Source: an optimization exercise on an open RTL-to-GDS flow (aim: a short achievable clock period and few clock cycles). Production flows keep margins and buffers that such runs may drop.
Only simulation tests tie the RTL to the original design; equivalence was not proved.

==> run R <==
==> flow/design.v <==
package rvIsaPkg;
	typedef logic [31:0] wordT;
	typedef logic [31:0] addrT;
	typedef logic [4:0]  regIdxT;
	localparam logic [6:0] OpReg    = 7'b0110011;
	localparam logic [6:0] OpImm    = 7'b0010011;
	localparam logic [6:0] OpLoad   = 7'b0000011;
	localparam logic [6:0] OpStore  = 7'b0100011;
	localparam logic [6:0] OpBranch = 7'b1100011;
	localparam logic [6:0] OpJal    = 7'b1101111;
	localparam logic [2:0] Funct3Beq = 3'b000;
	localparam logic [2:0] Funct3Bne = 3'b001;
	localparam logic [2:0] Funct3Add = 3'b000;
	localparam logic [2:0] Funct3Slt = 3'b010;
	localparam logic [2:0] Funct3Xor = 3'b100;
	localparam logic [2:0] Funct3Or  = 3'b110;
	localparam logic [2:0] Funct3And = 3'b111;
	localparam int Funct7Sub = 5;
	typedef enum logic [2:0] {
		AluAdd,
		AluSub,
		AluAnd,
		AluOr,
		AluXor,
		AluSlt
	} aluOpT;
endpackage
package rvPipePkg;
	localparam logic [31:0]      ResetPc = 32'h0000_0000;
	localparam logic [31:0]      PcStep  = 32'd4;
	localparam logic [4:0] ZeroReg = 5'd0;
	typedef struct packed {
		logic            regWrite;
		logic            memRead;
		logic            memWrite;
		logic            aluImm;
		logic            aluPc;
		logic [2:0] aluOp;
	} ctrlT;
	typedef struct packed {
		ctrlT             ctrl;
		logic [31:0]      pc;
		logic [31:0]   rs1Val;
		logic [31:0]   rs2Val;
		logic [31:0]   imm;
		logic [4:0] rs1;
		logic [4:0] rs2;
		logic [4:0] rd;
	} decExT;
	typedef struct packed {
		logic [31:0]   aluOut;
		logic [31:0]   storeData;
		logic [4:0] rd;
		logic             regWrite;
		logic             memRead;
		logic             memWrite;
	} exMemT;
	typedef struct packed {
		logic             regWrite;
		logic [4:0] rd;
		logic [31:0]   data;
	} wbT;
endpackage
`timescale 1ns/1ps
module rvPrefixAdd (
	input  logic [31:0] a,
	input  logic [31:0] b,
	input  logic        cin,
	output logic [31:0] h,
	output logic [31:0] c,
	output logic        cout
);
	logic [31:0] g [6];
	logic [31:0] t [6];
	always_comb begin
		g[0] = a & b;
		t[0] = a | b;
		g[0][0] = (a[0] & b[0]) | ((a[0] | b[0]) & cin);
		t[0][0] = 1'b0;
		for (int l = 0; l < 5; l++) begin
			for (int i = 0; i < 32; i++) begin
				if (i >= (1 << l)) begin
					g[l + 1][i] = g[l][i] | (t[l][i] & g[l][i - (1 << l)]);
					t[l + 1][i] = t[l][i] & t[l][i - (1 << l)];
				end else begin
					g[l + 1][i] = g[l][i];
					t[l + 1][i] = t[l][i];
				end
			end
		end
		h = (a | b) & ~(a & b);
		c = {g[5][30:0], cin};
		cout = g[5][31];
	end
endmodule
`timescale 1ns/1ps
module rvCore (
	input  logic           clk,
	input  logic           rstN,
	input  rvIsaPkg::wordT InstrData,
	input  rvIsaPkg::wordT MemData,
	output rvIsaPkg::addrT PC,
	output rvIsaPkg::addrT RWAddress,
	output rvIsaPkg::wordT WriteData,
	output logic           MemRead,
	output logic           MemWrite
);
	logic [31:0] pcF;
	logic        dValid;
	logic [31:0] dInstr;
	logic [31:0] dPc;
	logic        dPred;
	logic [31:1] dSel1, dSel2;   
	logic        eRegWrite, eIsLoad, eIsStore, eMisEq, eMisNe;
	logic [4:0]  eRd;
	logic        eOpAdd, eOpSub, eOpAnd, eOpOr, eOpXor, eOpSlt;
	logic [31:0] eA, eB, eS;
	logic        eAL, eBL, eSL;   
	logic [31:0] eAltPc;
	logic        mRegWrite, mIsLoad, mIsStore;
	logic [4:0]  mRd;
	logic [31:0] mAlu, mStore;
	logic [31:0] regs [1:31];
	logic        mispred;
	logic [31:0] res;
	logic        fIsJal, fPredBr;
	logic [31:0] fImmJ, fImmB, fTgtJ, fTgtB, fSeq;
	assign fIsJal  = InstrData[6] & InstrData[2];
	assign fPredBr = InstrData[6] & ~InstrData[2] & InstrData[31];
	assign fImmJ   = {{12{InstrData[31]}}, InstrData[19:12], InstrData[20], InstrData[30:21], 1'b0};
	assign fImmB   = {{20{InstrData[31]}}, InstrData[7], InstrData[30:25], InstrData[11:8], 1'b0};
	assign fTgtJ   = pcF + fImmJ;
	assign fTgtB   = pcF + fImmB;
	assign fSeq    = pcF + 32'd4;
	always_ff @(posedge clk) begin
		if (!rstN) begin
			pcF <= '0;
		end else if (mispred) begin
			pcF <= eAltPc;
		end else if (fIsJal) begin
			pcF <= fTgtJ;
		end else if (fPredBr) begin
			pcF <= fTgtB;
		end else begin
			pcF <= fSeq;
		end
	end
	assign PC = pcF;
	always_ff @(posedge clk) begin
		dValid <= rstN && !mispred;
		dInstr <= InstrData;
		dPc    <= pcF;
		dPred  <= fPredBr;
		for (int k = 1; k < 32; k++) begin
			dSel1[k] <= (InstrData[19:15] == 5'(k));
			dSel2[k] <= (InstrData[24:20] == 5'(k));
		end
	end
	logic        dIsJal, dIsBr, dIsAlu, dIsAluR, dIsLoad, dIsStore;
	logic [4:0]  dRs1, dRs2, dRd;
	logic [2:0]  dF3;
	logic        dUseImm, dRegWrite;
	logic [31:0] dImmI, dImmS, dImmB, dPc4, dTgtB;
	logic [31:0] mData;
	logic [31:0] rf1, rf2, dV1, dV2;
	logic        dHitE1, dHitE2, dHitM1, dHitM2;
	logic        dLive;
	assign dIsJal   = dInstr[6] & dInstr[2];
	assign dIsBr    = dInstr[6] & ~dInstr[2];
	assign dIsAlu   = ~dInstr[6] & dInstr[4];
	assign dIsAluR  = dIsAlu & dInstr[5];
	assign dIsLoad  = ~dInstr[6] & ~dInstr[4] & ~dInstr[5];
	assign dIsStore = ~dInstr[6] & ~dInstr[4] & dInstr[5];
	assign dRd  = dInstr[11:7];
	assign dRs1 = dInstr[19:15];
	assign dRs2 = dInstr[24:20];
	assign dF3  = dInstr[14:12];
	assign dImmI = {{20{dInstr[31]}}, dInstr[31:20]};
	assign dImmS = {{20{dInstr[31]}}, dInstr[31:25], dInstr[11:7]};
	assign dImmB = {{20{dInstr[31]}}, dInstr[7], dInstr[30:25], dInstr[11:8], 1'b0};
	assign dPc4  = dPc + 32'd4;
	assign dTgtB = dPc + dImmB;
	assign dLive     = dValid && !mispred;
	assign dUseImm   = (dIsAlu & ~dIsAluR) | dIsLoad | dIsStore;
	assign dRegWrite = (dIsAlu | dIsLoad | dIsJal) && (dRd != 5'd0);
	assign mData = mIsLoad ? MemData : mAlu;
	always_comb begin
		rf1 = '0;
		rf2 = '0;
		for (int k = 1; k < 32; k++) begin
			rf1 = rf1 | ({32{dSel1[k]}} & regs[k]);
			rf2 = rf2 | ({32{dSel2[k]}} & regs[k]);
		end
	end
	assign dHitM1 = mRegWrite && (mRd == dRs1);
	assign dHitM2 = mRegWrite && (mRd == dRs2);
	assign dV1 = dHitM1 ? mData : rf1;
	assign dV2 = dHitM2 ? mData : rf2;
	assign dHitE1 = eRegWrite && (eRd == dRs1) && !dIsJal;
	assign dHitE2 = eRegWrite && (eRd == dRs2) && !dIsJal;
	always_ff @(posedge clk) begin
		if (!rstN) begin
			eRegWrite <= 1'b0;
			eIsLoad   <= 1'b0;
			eIsStore  <= 1'b0;
			eMisEq    <= 1'b0;
			eMisNe    <= 1'b0;
		end else begin
			eRegWrite <= dLive && dRegWrite;
			eIsLoad   <= dLive && dIsLoad;
			eIsStore  <= dLive && dIsStore;
			eMisEq    <= dLive && dIsBr && (dF3[0] == dPred);
			eMisNe    <= dLive && dIsBr && (dF3[0] != dPred);
		end
	end
	always_ff @(posedge clk) begin
		eRd    <= dRd;
		eAltPc <= dPred ? dPc4 : dTgtB;
		eOpSub <= dIsAluR && dInstr[30] && (dF3 == 3'b000);
		eOpAdd <= ((dIsAlu && (dF3 == 3'b000)) && !(dIsAluR && dInstr[30])) || dIsLoad || dIsStore || dIsJal;
		eOpSlt <= dIsAlu && (dF3 == 3'b010);
		eOpXor <= dIsAlu && (dF3 == 3'b100);
		eOpOr  <= dIsAlu && (dF3 == 3'b110);
		eOpAnd <= dIsAlu && (dF3 == 3'b111);
		eA  <= dIsJal ? dPc4 : !dHitE1 ? dV1 : eIsLoad ? 32'd0 : res;
		eB  <= dIsJal ? 32'd0 : dUseImm ? (dIsStore ? dImmS : dImmI) : !dHitE2 ? dV2 : eIsLoad ? 32'd0 : res;
		eS  <= !dHitE2 ? dV2 : eIsLoad ? 32'd0 : res;
		eAL <= dHitE1 && eIsLoad;
		eBL <= dHitE2 && eIsLoad && !dUseImm;
		eSL <= dHitE2 && eIsLoad;
	end
	logic [31:0] opA, opB, opS;
	logic        lt, eq;
	assign opA = eA | ({32{eAL}} & MemData);
	assign opB = eB | ({32{eBL}} & MemData);
	assign opS = eS | ({32{eSL}} & MemData);
	logic [31:0] hAdd, cAdd, hSub, cSub;
	logic        coAdd, coSub, coLt;
	logic [31:0] hLt, cLt;
	rvPrefixAdd addU (.a(opA), .b(opB), .cin(1'b0), .h(hAdd), .c(cAdd), .cout(coAdd));
	rvPrefixAdd subU (.a(opA), .b(~opB), .cin(1'b1), .h(hSub), .c(cSub), .cout(coSub));
	rvPrefixAdd ltU (.a({~opA[31], opA[30:0]}), .b({opB[31], ~opB[30:0]}), .cin(1'b1),
		.h(hLt), .c(cLt), .cout(coLt));
	assign lt = !coLt;
	assign eq = (opA == opB);
	assign res = (({32{eOpAdd}} & hAdd) ^ ({32{eOpAdd}} & cAdd))
		| (({32{eOpSub}} & hSub) ^ ({32{eOpSub}} & cSub))
		| ({32{eOpAnd}} & (opA & opB))
		| ({32{eOpOr}}  & (opA | opB))
		| ({32{eOpXor}} & (opA ^ opB))
		| {31'b0, eOpSlt & lt};
	assign mispred = eq ? eMisEq : eMisNe;
	always_ff @(posedge clk) begin
		if (!rstN) begin
			mRegWrite <= 1'b0;
			mIsLoad   <= 1'b0;
			mIsStore  <= 1'b0;
		end else begin
			mRegWrite <= eRegWrite;
			mIsLoad   <= eIsLoad;
			mIsStore  <= eIsStore;
		end
	end
	always_ff @(posedge clk) begin
		mRd    <= eRd;
		mAlu   <= res;
		mStore <= opS;
	end
	assign RWAddress = mAlu;
	assign WriteData = mStore;
	assign MemRead   = mIsLoad;
	assign MemWrite  = mIsStore;
	always_ff @(posedge clk) begin
		if (mRegWrite) begin
			regs[mRd] <= mData;
		end
	end
endmodule
==> flow/flow/run.sh <==
#!/bin/bash
# Own layout flow: the standard ORFS flow (standard.sh, same synthesis script,
# same registers) with extra make settings:
#   ADDER_MAP_FILE=        adders are left to abc as plain gates instead of the
#                          platform's slow full/half-adder cells
#   MATCH_CELL_FOOTPRINT=0 the resizer may swap a cell for a faster one of
#                          another footprint
# Each step's full output is in orfs/logs/; make's own output is in flow.log.
set -euo pipefail
EXTRA="ADDER_MAP_FILE= MATCH_CELL_FOOTPRINT=0"
sed "s#CLKGATE_MAP_FILE= #CLKGATE_MAP_FILE= ${EXTRA} #" standard.sh > own_standard.sh
grep -q "MATCH_CELL_FOOTPRINT=0" own_standard.sh
bash own_standard.sh finish > flow.log 2>&1
test -f out/final.def
==> flow/standard.sh <==
#!/bin/bash
# synth_recipe.tcl (not shown) runs the flow's synth.tcl, then flattens the netlist and writes it again
# the make line also repeats each setting of config.mk as NAME=value (left out here)
make -C /OpenROAD-flow-scripts/flow DESIGN_CONFIG=/design/flow/config.mk WORK_HOME=/design/flow/orfs CLKGATE_MAP_FILE= SYNTH_SCRIPT=/design/flow/synth_recipe.tcl "${@:-finish}"
==> flow/config.mk <==
export PLATFORM = sky130hd
export DESIGN_NAME = rvCore
export DESIGN_NICKNAME = rvCore
export VERILOG_FILES = /design/flow/design.v
export SDC_FILE = /design/flow/constraint.sdc
export NUM_CORES = 4
export LEC_CHECK = 0
export CAP_MARGIN = 20
export CORE_MARGIN = 2
export CORE_UTILIZATION = 40
export PLACE_DENSITY = 0.6
export SETUP_SLACK_MARGIN = 4
export SLEW_MARGIN = 20
==> flow/constraint.sdc <==
create_clock -name core_clock -period 7.0 [get_ports {clk}]
set_input_delay 1.4000 -clock core_clock [delete_from_list [all_inputs] [get_ports {clk}]]
set_output_delay 1.4000 -clock core_clock [all_outputs]
set_load 0.01 [all_outputs]
==> run C: changes against run R <==
--- a/flow/design.v
+++ b/flow/design.v
@@ -63,36 +63,4 @@
 endpackage
 `timescale 1ns/1ps
-module rvPrefixAdd (
-	input  logic [31:0] a,
-	input  logic [31:0] b,
-	input  logic        cin,
-	output logic [31:0] h,
-	output logic [31:0] c,
-	output logic        cout
-);
-	logic [31:0] g [6];
-	logic [31:0] t [6];
-	always_comb begin
-		g[0] = a & b;
-		t[0] = a | b;
-		g[0][0] = (a[0] & b[0]) | ((a[0] | b[0]) & cin);
-		t[0][0] = 1'b0;
-		for (int l = 0; l < 5; l++) begin
-			for (int i = 0; i < 32; i++) begin
-				if (i >= (1 << l)) begin
-					g[l + 1][i] = g[l][i] | (t[l][i] & g[l][i - (1 << l)]);
-					t[l + 1][i] = t[l][i] & t[l][i - (1 << l)];
-				end else begin
-					g[l + 1][i] = g[l][i];
-					t[l + 1][i] = t[l][i];
-				end
-			end
-		end
-		h = (a | b) & ~(a & b);
-		c = {g[5][30:0], cin};
-		cout = g[5][31];
-	end
-endmodule
-`timescale 1ns/1ps
 module rvCore (
 	input  logic           clk,
@@ -111,10 +79,9 @@
 	logic [31:0] dPc;
 	logic        dPred;
-	logic [31:1] dSel1, dSel2;   
-	logic        eRegWrite, eIsLoad, eIsStore, eMisEq, eMisNe;
+	logic        eRegWrite, eIsLoad, eIsStore, eIsBr, eBne, ePred;
 	logic [4:0]  eRd;
 	logic        eOpAdd, eOpSub, eOpAnd, eOpOr, eOpXor, eOpSlt;
 	logic [31:0] eA, eB, eS;
-	logic        eAL, eBL, eSL;   
+	logic        eAL, eAM, eBL, eBM, eSL, eSM;   
 	logic [31:0] eAltPc;
 	logic        mRegWrite, mIsLoad, mIsStore;
@@ -123,5 +90,4 @@
 	logic [31:0] regs [1:31];
 	logic        mispred;
-	logic [31:0] res;
 	logic        fIsJal, fPredBr;
 	logic [31:0] fImmJ, fImmB, fTgtJ, fTgtB, fSeq;
@@ -152,8 +118,4 @@
 		dPc    <= pcF;
 		dPred  <= fPredBr;
-		for (int k = 1; k < 32; k++) begin
-			dSel1[k] <= (InstrData[19:15] == 5'(k));
-			dSel2[k] <= (InstrData[24:20] == 5'(k));
-		end
 	end
 	logic        dIsJal, dIsBr, dIsAlu, dIsAluR, dIsLoad, dIsStore;
@@ -185,12 +147,6 @@
 	assign dRegWrite = (dIsAlu | dIsLoad | dIsJal) && (dRd != 5'd0);
 	assign mData = mIsLoad ? MemData : mAlu;
-	always_comb begin
-		rf1 = '0;
-		rf2 = '0;
-		for (int k = 1; k < 32; k++) begin
-			rf1 = rf1 | ({32{dSel1[k]}} & regs[k]);
-			rf2 = rf2 | ({32{dSel2[k]}} & regs[k]);
-		end
-	end
+	assign rf1 = (dRs1 == 5'd0) ? '0 : regs[dRs1];
+	assign rf2 = (dRs2 == 5'd0) ? '0 : regs[dRs2];
 	assign dHitM1 = mRegWrite && (mRd == dRs1);
 	assign dHitM2 = mRegWrite && (mRd == dRs2);
@@ -204,16 +160,16 @@
 			eIsLoad   <= 1'b0;
 			eIsStore  <= 1'b0;
-			eMisEq    <= 1'b0;
-			eMisNe    <= 1'b0;
+			eIsBr     <= 1'b0;
 		end else begin
 			eRegWrite <= dLive && dRegWrite;
 			eIsLoad   <= dLive && dIsLoad;
 			eIsStore  <= dLive && dIsStore;
-			eMisEq    <= dLive && dIsBr && (dF3[0] == dPred);
-			eMisNe    <= dLive && dIsBr && (dF3[0] != dPred);
+			eIsBr     <= dLive && dIsBr;
 		end
 	end
 	always_ff @(posedge clk) begin
 		eRd    <= dRd;
+		eBne   <= dF3[0];
+		ePred  <= dPred;
 		eAltPc <= dPred ? dPc4 : dTgtB;
 		eOpSub <= dIsAluR && dInstr[30] && (dF3 == 3'b000);
@@ -223,32 +179,31 @@
 		eOpOr  <= dIsAlu && (dF3 == 3'b110);
 		eOpAnd <= dIsAlu && (dF3 == 3'b111);
-		eA  <= dIsJal ? dPc4 : !dHitE1 ? dV1 : eIsLoad ? 32'd0 : res;
-		eB  <= dIsJal ? 32'd0 : dUseImm ? (dIsStore ? dImmS : dImmI) : !dHitE2 ? dV2 : eIsLoad ? 32'd0 : res;
-		eS  <= !dHitE2 ? dV2 : eIsLoad ? 32'd0 : res;
+		eA  <= dIsJal ? dPc4 : dV1;
+		eB  <= dIsJal ? 32'd0 : dUseImm ? (dIsStore ? dImmS : dImmI) : dV2;
+		eS  <= dV2;
 		eAL <= dHitE1 && eIsLoad;
+		eAM <= dHitE1 && !eIsLoad;
 		eBL <= dHitE2 && eIsLoad && !dUseImm;
+		eBM <= dHitE2 && !eIsLoad && !dUseImm;
 		eSL <= dHitE2 && eIsLoad;
-	end
-	logic [31:0] opA, opB, opS;
-	logic        lt, eq;
-	assign opA = eA | ({32{eAL}} & MemData);
-	assign opB = eB | ({32{eBL}} & MemData);
-	assign opS = eS | ({32{eSL}} & MemData);
-	logic [31:0] hAdd, cAdd, hSub, cSub;
-	logic        coAdd, coSub, coLt;
-	logic [31:0] hLt, cLt;
-	rvPrefixAdd addU (.a(opA), .b(opB), .cin(1'b0), .h(hAdd), .c(cAdd), .cout(coAdd));
-	rvPrefixAdd subU (.a(opA), .b(~opB), .cin(1'b1), .h(hSub), .c(cSub), .cout(coSub));
-	rvPrefixAdd ltU (.a({~opA[31], opA[30:0]}), .b({opB[31], ~opB[30:0]}), .cin(1'b1),
-		.h(hLt), .c(cLt), .cout(coLt));
-	assign lt = !coLt;
-	assign eq = (opA == opB);
-	assign res = (({32{eOpAdd}} & hAdd) ^ ({32{eOpAdd}} & cAdd))
-		| (({32{eOpSub}} & hSub) ^ ({32{eOpSub}} & cSub))
+		eSM <= dHitE2 && !eIsLoad;
+	end
+	logic [31:0] opA, opB, opS, sum, diff, res;
+	logic        lt, eq, taken;
+	assign opA = eAL ? MemData : eAM ? mAlu : eA;
+	assign opB = eBL ? MemData : eBM ? mAlu : eB;
+	assign opS = eSL ? MemData : eSM ? mAlu : eS;
+	assign sum  = opA + opB;
+	assign diff = opA - opB;
+	assign lt   = (opA[31] != opB[31]) ? opA[31] : diff[31];
+	assign eq   = (opA == opB);
+	assign res = ({32{eOpAdd}} & sum)
+		| ({32{eOpSub}} & diff)
 		| ({32{eOpAnd}} & (opA & opB))
 		| ({32{eOpOr}}  & (opA | opB))
 		| ({32{eOpXor}} & (opA ^ opB))
 		| {31'b0, eOpSlt & lt};
-	assign mispred = eq ? eMisEq : eMisNe;
+	assign taken   = eq ^ eBne;
+	assign mispred = eIsBr && (taken != ePred);
 	always_ff @(posedge clk) begin
 		if (!rstN) begin
==> flow/run.sh (new file) <==
#!/bin/bash
# synth_recipe.tcl (not shown) runs the flow's synth.tcl, then flattens the netlist and writes it again
# the make line also repeats each setting of config.mk as NAME=value (left out here)
make -C /OpenROAD-flow-scripts/flow DESIGN_CONFIG=/design/flow/config.mk WORK_HOME=/design/flow/orfs CLKGATE_MAP_FILE= SYNTH_SCRIPT=/design/flow/synth_recipe.tcl finish
SETUP_SLACK_MARGIN = default   (was 4)
removed: flow/flow/run.sh
removed: flow/standard.sh
==> comparison <==
Die area: run C is higher than run R (9.1%).
Against run R, the register-to-register slack of run C is lower by 1500 ps.
Core utilization: run R is higher than run C (4.5 points).
In final area, run R and run C hardly differ.
==> figures <==
item	run C	run R
Outcome	no timing/DRC/antenna violations	no timing/DRC/antenna violations
Post-detailed-placement half-perimeter wirelength	146000 um	179000 um
Max stage delay on crit path	580 ps	530 ps
Slew of the pin with the lowest slew margin	1140 ps	1310 ps
Number of inverters outside the clock class in the layout	154	57
Pin count of the biggest net entering global routing	103	68
Final setup margin	1470 ps	2960 ps
Die area	173000 sq um	159000 sq um
Met3 layer wire length in the routed design	19800 um	52700 um
Area of the multi-input gates	30000 sq um	26100 sq um
Testbench counts of run R, summed over its fixed seeds: cycles 149,764.
Testbench counts of run C, summed over its fixed seeds: cycles 149,764.

## separate check: timing with driven ports
In the flow no input, the clock included, has a driving cell. The finished layouts below were timed again as built, in two steps. Step 1: set_driving_cell puts a clkbuf_16 on clk and a buf_2 on each other input, an assumption about the parent block. Step 2 moves the port delays by t, midway between the first and last clock arrival at a register: inputs arrive t later, outputs are due t later. That takes back most of the time a late clock gives input paths. Slacks: ideal ports / drivers / drivers and shift; pairs: ideal ports / drivers.
run	shift t [ns]	setup slack, ns	worst setup path at the end	latest minus earliest clock arrival (ns)
run R	0.887	2.963 / 3.012 / 2.125	input to register	0.040 / 0.040
run C	0.881	1.465 / 1.520 / 0.640	input to register	0.054 / 0.055
After both steps every run listed still meets setup and hold. For run R, which loses most, drivers alone change the setup slack by +0.049 ns; drivers and shift together by -0.838 ns.
